From an optimization exercise on the open Yosys and OpenROAD flow, aimed at small area, a short achievable clock period and few clock cycles per item; shortcuts taken in it are not production practice. The RTL was checked by simulation tests, not by an equivalence proof against the original design. Power figures rest on the tool's default switching activity, not on a simulated workload.

==> inputs of trial 12 <==
## cnn_top
module cnn_top
(
    input  logic        clk,
    input  logic        reset,
    input  logic        load_req,
    input  logic [15:0] load_cmd,        
    output logic        load_ack,
    input  logic        run_req,
    output logic        run_ack,
    output logic [81:0] result           
);
clock: 10.0 ns
lec_check: 0
cap_margin: 20
core_margin: 2
core_utilization: 70
cts_cluster_diameter: 70
cts_cluster_size: 28
slew_margin: 20
synth_hierarchical: 1
synth_minimum_keep_size: 0
standard.sh (not shown) runs the stock make flow with config.mk's settings and CLKGATE_MAP_FILE= SYNTH_SCRIPT=/design/flow/synth_recipe.tcl, a recipe that flattens the netlist after the stock synthesis.
==> flow/flow/run.sh <==
#!/bin/bash
# The standard layout, with timing repair aiming at 6.75 ns of setup slack
# against the design's 10 ns clock (a 3.25 ns critical path) instead of 0.
set -euo pipefail
bash standard.sh SETUP_SLACK_MARGIN=6.75 finish > standard_flow.log 2>&1
==> inputs of trial 60, as changes to trial 12 <==
--- a/flow/design.v
+++ b/flow/design.v
@@ -1845,10 +1845,16 @@
     logic q2_153;
     logic q2_154;
     logic q2_155;
     logic q2_156;
     logic q2_157;
+    logic q2_158;
+    logic q2_159;
+    logic q2_160;
+    logic q2_161;
+    logic q2_162;
+    logic q2_163;
     logic [19:0] xa;
     logic [19:0] xb;
     assign pp1 = ~(a[0] & b[0]);
     assign pp2 = ~(a[0] & b[1]);
     assign pp3 = ~(a[0] & b[2]);
@@ -2964,25 +2970,25 @@
     fa u_s1649 (.x(c1624), .y(c1626), .z(s1627), .s(s1649), .c(c1650));
     fa u_s1651 (.x(c1628), .y(s1629), .z(s1595), .s(s1651), .c(c1652));
     fa u_s1653 (.x(c1630), .y(s1631), .z(s1553), .s(s1653), .c(c1654));
     fa u_s1655 (.x(c1632), .y(s1633), .z(1'b0), .s(s1655), .c(c1656));
     fa u_s1657 (.x(c1634), .y(c1600), .z(s1601), .s(s1657), .c(c1658));
-    fa u_s1659 (.x(c1640), .y(s1641), .z(s1613), .s(s1659), .c(c1660));
-    fa u_s1661 (.x(c1642), .y(s1643), .z(s1617), .s(s1661), .c(c1662));
-    fa u_s1663 (.x(c1644), .y(s1645), .z(s1621), .s(s1663), .c(c1664));
-    fa u_s1665 (.x(c1646), .y(s1647), .z(s1625), .s(s1665), .c(c1666));
-    fa u_s1667 (.x(c1648), .y(s1649), .z(s1591), .s(s1667), .c(c1668));
-    fa u_s1669 (.x(c1652), .y(s1653), .z(q1_116), .s(s1669), .c(c1670));
-    hai u_s1671 (.x(q2_138), .y(q2_139), .s(s1671), .c(c1672));
-    hai u_s1673 (.x(q2_141), .y(q2_142), .s(s1673), .c(c1674));
-    fa u_s1675 (.x(q2_143), .y(q2_144), .z(q2_145), .s(s1675), .c(c1676));
-    fa u_s1677 (.x(q2_146), .y(q2_147), .z(q2_148), .s(s1677), .c(c1678));
-    hai u_s1679 (.x(q2_150), .y(q2_151), .s(s1679), .c(c1680));
-    hai u_s1681 (.x(q2_153), .y(q2_154), .s(s1681), .c(c1682));
-    hai u_s1683 (.x(q2_155), .y(q2_156), .s(s1683), .c(c1684));
-    assign xa = {1'b0, c1684, c1682, c1680, s1679, c1678, c1676, c1674, c1672, s1671, q2_136, q2_135, q2_133, q2_132, q2_131, q2_130, q2_128, q2_127, q2_125, q2_124};
-    assign xb = {1'b1, q2_157, s1683, s1681, q2_152, q2_149, s1677, s1675, s1673, q2_140, q2_137, 1'b1, q2_134, 1'b1, 1'b1, 1'b1, q2_129, 1'b1, q2_126, 1'b1};
+    hai u_s1659 (.x(q2_141), .y(q2_142), .s(s1659), .c(c1660));
+    hai u_s1661 (.x(q2_145), .y(q2_146), .s(s1661), .c(c1662));
+    fa u_s1663 (.x(q2_148), .y(q2_149), .z(q2_150), .s(s1663), .c(c1664));
+    hai u_s1665 (.x(q2_135), .y(q2_136), .s(s1665), .c(c1666));
+    fa u_s1667 (.x(q2_138), .y(q2_139), .z(q2_140), .s(s1667), .c(c1668));
+    fa u_s1669 (.x(s1659), .y(q2_143), .z(q2_144), .s(s1669), .c(c1670));
+    fa u_s1671 (.x(c1660), .y(s1661), .z(q2_147), .s(s1671), .c(c1672));
+    fa u_s1673 (.x(c1662), .y(s1663), .z(q2_151), .s(s1673), .c(c1674));
+    fa u_s1675 (.x(c1664), .y(q2_152), .z(q2_153), .s(s1675), .c(c1676));
+    fa u_s1677 (.x(q2_154), .y(q2_155), .z(q2_156), .s(s1677), .c(c1678));
+    hai u_s1679 (.x(q2_157), .y(q2_158), .s(s1679), .c(c1680));
+    hai u_s1681 (.x(q2_159), .y(q2_160), .s(s1681), .c(c1682));
+    hai u_s1683 (.x(q2_161), .y(q2_162), .s(s1683), .c(c1684));
+    assign xa = {1'b0, c1684, c1682, c1680, c1678, c1676, c1674, c1672, c1670, c1668, c1666, s1665, q2_133, q2_132, q2_131, q2_130, q2_128, q2_127, q2_125, q2_124};
+    assign xb = {1'b1, q2_163, s1683, s1681, s1679, s1677, s1675, s1673, s1671, s1669, s1667, q2_137, q2_134, 1'b1, 1'b1, 1'b1, q2_129, 1'b1, q2_126, 1'b1};
     always_ff @(posedge clk)
     begin
         q1_0 <= s961;
         q1_1 <= s1217;
         q1_2 <= s967;
@@ -3116,33 +3122,39 @@
         q2_130 <= s1557;
         q2_131 <= s1603;
         q2_132 <= s1637;
         q2_133 <= c1638;
         q2_134 <= s1639;
-        q2_135 <= s1659;
-        q2_136 <= c1660;
-        q2_137 <= s1661;
-        q2_138 <= c1662;
-        q2_139 <= s1663;
-        q2_140 <= s1531;
-        q2_141 <= c1664;
-        q2_142 <= s1665;
-        q2_143 <= c1666;
-        q2_144 <= s1667;
-        q2_145 <= s1545;
-        q2_146 <= c1668;
-        q2_147 <= c1650;
-        q2_148 <= s1651;
-        q2_149 <= s1669;
-        q2_150 <= c1670;
-        q2_151 <= c1654;
-        q2_152 <= s1655;
-        q2_153 <= c1656;
-        q2_154 <= s1657;
-        q2_155 <= c1658;
-        q2_156 <= s1635;
-        q2_157 <= c1636;
+        q2_135 <= c1640;
+        q2_136 <= s1641;
+        q2_137 <= s1613;
+        q2_138 <= c1642;
+        q2_139 <= s1643;
+        q2_140 <= s1617;
+        q2_141 <= c1644;
+        q2_142 <= s1645;
+        q2_143 <= s1621;
+        q2_144 <= s1531;
+        q2_145 <= c1646;
+        q2_146 <= s1647;
+        q2_147 <= s1625;
+        q2_148 <= c1648;
+        q2_149 <= s1649;
+        q2_150 <= s1591;
+        q2_151 <= s1545;
+        q2_152 <= c1650;
+        q2_153 <= s1651;
+        q2_154 <= c1652;
+        q2_155 <= s1653;
+        q2_156 <= q1_116;
+        q2_157 <= c1654;
+        q2_158 <= s1655;
+        q2_159 <= c1656;
+        q2_160 <= s1657;
+        q2_161 <= c1658;
+        q2_162 <= s1635;
+        q2_163 <= c1636;
     end
     assign sum = ~(xa + xb + 20'd1);
 endmodule
 module fa
 (
@@ -3404,12 +3416,12 @@
                 end
             end
             if (tail)
             begin
                 tcnt <= tcnt + 4'd1;
-                dsel <= tcnt >= 4'(DLAT - 1) && tcnt <= 4'(DLAT + 2);
-                if (tcnt == 4'(2*DLAT + 3))
+                dsel <= tcnt >= 4'(DLAT - 2) && tcnt <= 4'(DLAT + 1);
+                if (tcnt == 4'(2*DLAT + 2))
                 begin
                     tail    <= 1'b0;
                     running <= 1'b0;
                     run_ack <= 1'b1;
                 end
@@ -3429,11 +3441,11 @@
         for (int r = 0; r < 3; r++)
         begin
             for (int c = 0; c < 3; c++)
             begin
                 logic [7:0] x;
-                x = dsel ? feat[(3*r+c)*8 +: 8] : 8'd0;
+                x = dsel ? feat_d[(3*r+c)*8 +: 8] : 8'd0;
                 for (int i = 0; i < 6; i++)
                 begin
                     x = x | (rsel[i] ? img[(8*(i+r)+c+1)*8 +: 8] : 8'd0);
                 end
                 opa[(3*r+c)*8 +: 8] <= x;
@@ -3443,14 +3455,13 @@
     end
     logic signed [19:0] sum;
     dot9 u_dot9 (.clk(clk), .a(opa), .b(opb), .sum(sum));
     logic       cv [1:DLAT];     
     logic       dv [1:DLAT];     
-    logic [3:0] g [1:DLAT];      
-    logic       dvl;             
-    logic [1:0] qd;              
-    logic       fd;              
+    logic [3:0] g [1:DLAT];
+    logic [1:0] q [1:DLAT];
+    logic       f [1:DLAT];      
     always_ff @(posedge clk or negedge reset)
     begin
         if (!reset)
         begin
             for (int i = 1; i <= DLAT; i++)
@@ -3470,19 +3481,20 @@
             end
         end
     end
     always_ff @(posedge clk)
     begin
-        g[1] <= dsel ? {2'b00, phn[1:0]} : grp;      
+        g[1] <= grp;
+        q[1] <= phn[1:0];        
+        f[1] <= dsel && !dv[1];
         for (int i = 2; i <= DLAT; i++)
         begin
             g[i] <= g[i-1];
+            q[i] <= q[i-1];
+            f[i] <= f[i-1];
         end
-        dvl <= dv[DLAT];
     end
-    assign qd = g[DLAT][1:0];
-    assign fd = !dvl;
     logic signed [19:0] sum_q;
     logic [7:0]  relu_q;
     always_ff @(posedge clk)
     begin
         sum_q <= sum;
@@ -3527,19 +3539,19 @@
         feat <= feat_d;
         if (dv[DLAT])
         begin
             for (int c = 0; c < 4; c++)
             begin
-                if (qd == 2'(c))
+                if (q[DLAT] == 2'(c))
                 begin
                     scores[c] <= sum_q;
                 end
             end
-            if (fd || gt22({~sum_q[19], sum_q[18:0], ~qd}, {~best[19], best[18:0], ~win_class}))
+            if (f[DLAT] || gt22({~sum_q[19], sum_q[18:0], ~q[DLAT]}, {~best[19], best[18:0], ~win_class}))
             begin
                 best      <= sum_q;
-                win_class <= qd;
+                win_class <= q[DLAT];
             end
         end
     end
     assign result = {win_class, scores[3], scores[2], scores[1], scores[0]};
 endmodule
==> flow/flow/run.sh (replaced) <==
#!/bin/bash
# The standard layout, with timing repair aiming at 6.8 ns of setup slack
# against the design's 10 ns clock (a 3.2 ns critical path) instead of 0.
set -euo pipefail
bash standard.sh SETUP_SLACK_MARGIN=6.8 finish > standard_flow.log 2>&1
==> flow/config.mk (replaced) <==
export PLATFORM = sky130hd
export DESIGN_NAME = cnn_top
export DESIGN_NICKNAME = cnn_top
export VERILOG_FILES = /design/flow/design.v
export SDC_FILE = /design/flow/constraint.sdc
export NUM_CORES = 4
export LEC_CHECK = 0
export CAP_MARGIN = 20
export CORE_MARGIN = 2
export CORE_UTILIZATION = 50
export CTS_CLUSTER_DIAMETER = 60
export CTS_CLUSTER_SIZE = 24
export SLEW_MARGIN = 20
export SYNTH_HIERARCHICAL = 1
export SYNTH_MINIMUM_KEEP_SIZE = 0
==> inputs of build 3, as changes to trial 12 <==
--- a/flow/design.v
+++ b/flow/design.v
@@ -3345,11 +3345,12 @@
     logic       start_q;
     logic [2:0] phn;             
     logic [1:0] gi;
     logic [3:0] grp;
     assign phn   = ph + 3'd1;
-    assign issue = sweep && !(phn[2] && phn[1]);     
+    logic [1:0] wc;
+    assign issue = sweep && !(phn[2] && phn[1]) && wc[1];     
     assign start = !running && !run_ack && run_req;
     always_comb
     begin
         gi = 2'd0;
         for (int i = 0; i < 6; i++)
@@ -3367,10 +3368,11 @@
         begin
             running <= 1'b0;
             run_ack <= 1'b0;
             sweep   <= 1'b0;
             rsel    <= '0;
+            wc      <= '0;
             nwin    <= '0;
             tail    <= 1'b0;
             tcnt    <= '0;
             dsel    <= 1'b0;
             start_q <= 1'b0;
@@ -3381,18 +3383,23 @@
             if (start)
             begin
                 running <= 1'b1;
                 sweep   <= 1'b1;
                 rsel    <= 6'b000001;
+                wc      <= 2'd0;
                 nwin    <= '0;
             end
             if (sweep)
             begin
-                if (phn == 3'd7)
+                if (phn == 3'd5)
                 begin
                     rsel <= {rsel[4:0], rsel[5]};
                 end
+                if (!wc[1])
+                begin
+                    wc <= wc + 2'd1;
+                end
                 if (issue)
                 begin
                     nwin <= nwin + 6'd1;
                     if (nwin == 6'd35)
                     begin
@@ -3430,13 +3437,20 @@
         begin
             for (int c = 0; c < 3; c++)
             begin
                 logic [7:0] x;
                 x = dsel ? feat[(3*r+c)*8 +: 8] : 8'd0;
-                for (int i = 0; i < 6; i++)
+                if (c < 2)
+                begin
+                    x = x | (dsel ? 8'd0 : opa[(3*r+c+1)*8 +: 8]);
+                end
+                else
                 begin
-                    x = x | (rsel[i] ? img[(8*(i+r)+c+1)*8 +: 8] : 8'd0);
+                    for (int i = 0; i < 6; i++)
+                    begin
+                        x = x | (rsel[i] ? img[(8*(i+r)+3)*8 +: 8] : 8'd0);
+                    end
                 end
                 opa[(3*r+c)*8 +: 8] <= x;
                 opb[(3*r+c)*8 +: 8] <= dsel ? wts[(9+3*r+c)*8 +: 8] : filt[(3*r+c)*8 +: 8];
             end
         end
==> flow/flow/run.sh (replaced) <==
#!/bin/bash
# The standard layout, with timing repair aiming at 6.8 ns of setup slack
# against the design's 10 ns clock (a 3.2 ns critical path) instead of 0.
set -euo pipefail
bash standard.sh SETUP_SLACK_MARGIN=6.8 finish > standard_flow.log 2>&1
==> inputs of build 75, as changes to trial 12 <==
--- a/flow/design.v
+++ b/flow/design.v
@@ -3443,14 +3443,13 @@
     end
     logic signed [19:0] sum;
     dot9 u_dot9 (.clk(clk), .a(opa), .b(opb), .sum(sum));
     logic       cv [1:DLAT];     
     logic       dv [1:DLAT];     
-    logic [3:0] g [1:DLAT];      
-    logic       dvl;             
-    logic [1:0] qd;              
-    logic       fd;              
+    logic [3:0] g [1:DLAT];
+    logic [1:0] q [1:DLAT];
+    logic       f [1:DLAT];      
     always_ff @(posedge clk or negedge reset)
     begin
         if (!reset)
         begin
             for (int i = 1; i <= DLAT; i++)
@@ -3470,19 +3469,20 @@
             end
         end
     end
     always_ff @(posedge clk)
     begin
-        g[1] <= dsel ? {2'b00, phn[1:0]} : grp;      
+        g[1] <= grp;
+        q[1] <= phn[1:0];        
+        f[1] <= dsel && !dv[1];
         for (int i = 2; i <= DLAT; i++)
         begin
             g[i] <= g[i-1];
+            q[i] <= q[i-1];
+            f[i] <= f[i-1];
         end
-        dvl <= dv[DLAT];
     end
-    assign qd = g[DLAT][1:0];
-    assign fd = !dvl;
     logic signed [19:0] sum_q;
     logic [7:0]  relu_q;
     always_ff @(posedge clk)
     begin
         sum_q <= sum;
@@ -3527,19 +3527,19 @@
         feat <= feat_d;
         if (dv[DLAT])
         begin
             for (int c = 0; c < 4; c++)
             begin
-                if (qd == 2'(c))
+                if (q[DLAT] == 2'(c))
                 begin
                     scores[c] <= sum_q;
                 end
             end
-            if (fd || gt22({~sum_q[19], sum_q[18:0], ~qd}, {~best[19], best[18:0], ~win_class}))
+            if (f[DLAT] || gt22({~sum_q[19], sum_q[18:0], ~q[DLAT]}, {~best[19], best[18:0], ~win_class}))
             begin
                 best      <= sum_q;
-                win_class <= qd;
+                win_class <= q[DLAT];
             end
         end
     end
     assign result = {win_class, scores[3], scores[2], scores[1], scores[0]};
 endmodule
==> comparison <==
- Of build 75 and trial 60, build 75 has the higher register-to-register slack (gap 0.16 ns).
- First-iteration DRC count, highest first: build 75, trial 12, build 3, trial 60.
- Utilization, lowest first: trial 60, trial 12, build 75, build 3.
- In count of clock-buffer cells in the layout, build 3 and trial 12 do not differ.
- Routed wire length, highest first: trial 60, build 75, trial 12, build 3.
==> figures <==
| metric | build 3 | trial 12 | build 75 | trial 60 |
|---|---|---|---|---|
| Fraction of standard cell area in multi-input logic | 0.416 | 0.423 | 0.422 | 0.405 |
| Capture endpoint of the worst hold path | g[3][3] | wts[147] | wts[147] | wts[155] |
| Clock network power | 3.20 mW | 3.31 mW | 3.31 mW | 4.71 mW |
| Count of cell instances traversed by the critical path | 1 | 1 | 1 | 14 |
| Clock insertion delay at the later pin of the skew report | 0.67 ns | 0.67 ns | 0.68 ns | 0.75 ns |
| Post-layout utilization of the core | 0.753 | 0.751 | 0.752 | 0.557 |
| Wire length per cell | 26.3 µm | 27.8 µm | 28.0 µm | 25.8 µm |
| Worst Setup EP | result[21] | result[25] | load_ack | relu_q[6] |
| Result of the run | complete, no violations | complete, no violations | complete, no violations | complete, no violations |
| Clock share of power | 0.273 | 0.203 | 0.206 | 0.240 |
| Met2 demand-to-capacity share in global routing | 0.509 | 0.540 | 0.559 | 0.415 |
| Clock buffer count | 95 | 95 | 90 | 119 |
Testbench counts of trial 12, summed over its fixed seeds: cycles 12,128, items 64.
Testbench counts of trial 60, summed over its fixed seeds: cycles 12,056, items 64.
Testbench counts of build 3, summed over its fixed seeds: cycles 12,264, items 64.
Testbench counts of build 75, summed over its fixed seeds: cycles 12,128, items 64.

-- static timing again, ports no longer ideal --
How much do the figures lean on ideal ports? The routed layouts below were timed once more, with nothing changed but the port constraints. Step 1, drivers: a clkbuf_16 drives clk and a buf_2 each remaining input, both assumed. Step 2 also shifts input and output timing later by t, the mid clock arrival at the registers, as if the neighbouring blocks saw the same clock. Three values: ideal ports, drivers, drivers and shift; two values: the first two.
run	t (ns)	setup WS [ns]	worst hold slack (ns)	worst setup path at the end
trial 12	0.714	6.756 / 6.686 / 6.155	0.319 / 0.319 / 0.319	input to register
trial 60	0.798	6.616 / 6.616 / 6.129	0.304 / 0.304 / 0.304	input to register
build 3	0.712	6.738 / 6.674 / 6.211	0.315 / 0.315 / 0.315	input to register
build 75	0.728	6.752 / 6.681 / 6.313	0.325 / 0.325 / 0.325	input to register
After both steps setup and hold are still met in every run listed. The setup slack of trial 12, which loses most, moves by -0.070 ns with the drivers and by -0.601 ns with both steps.
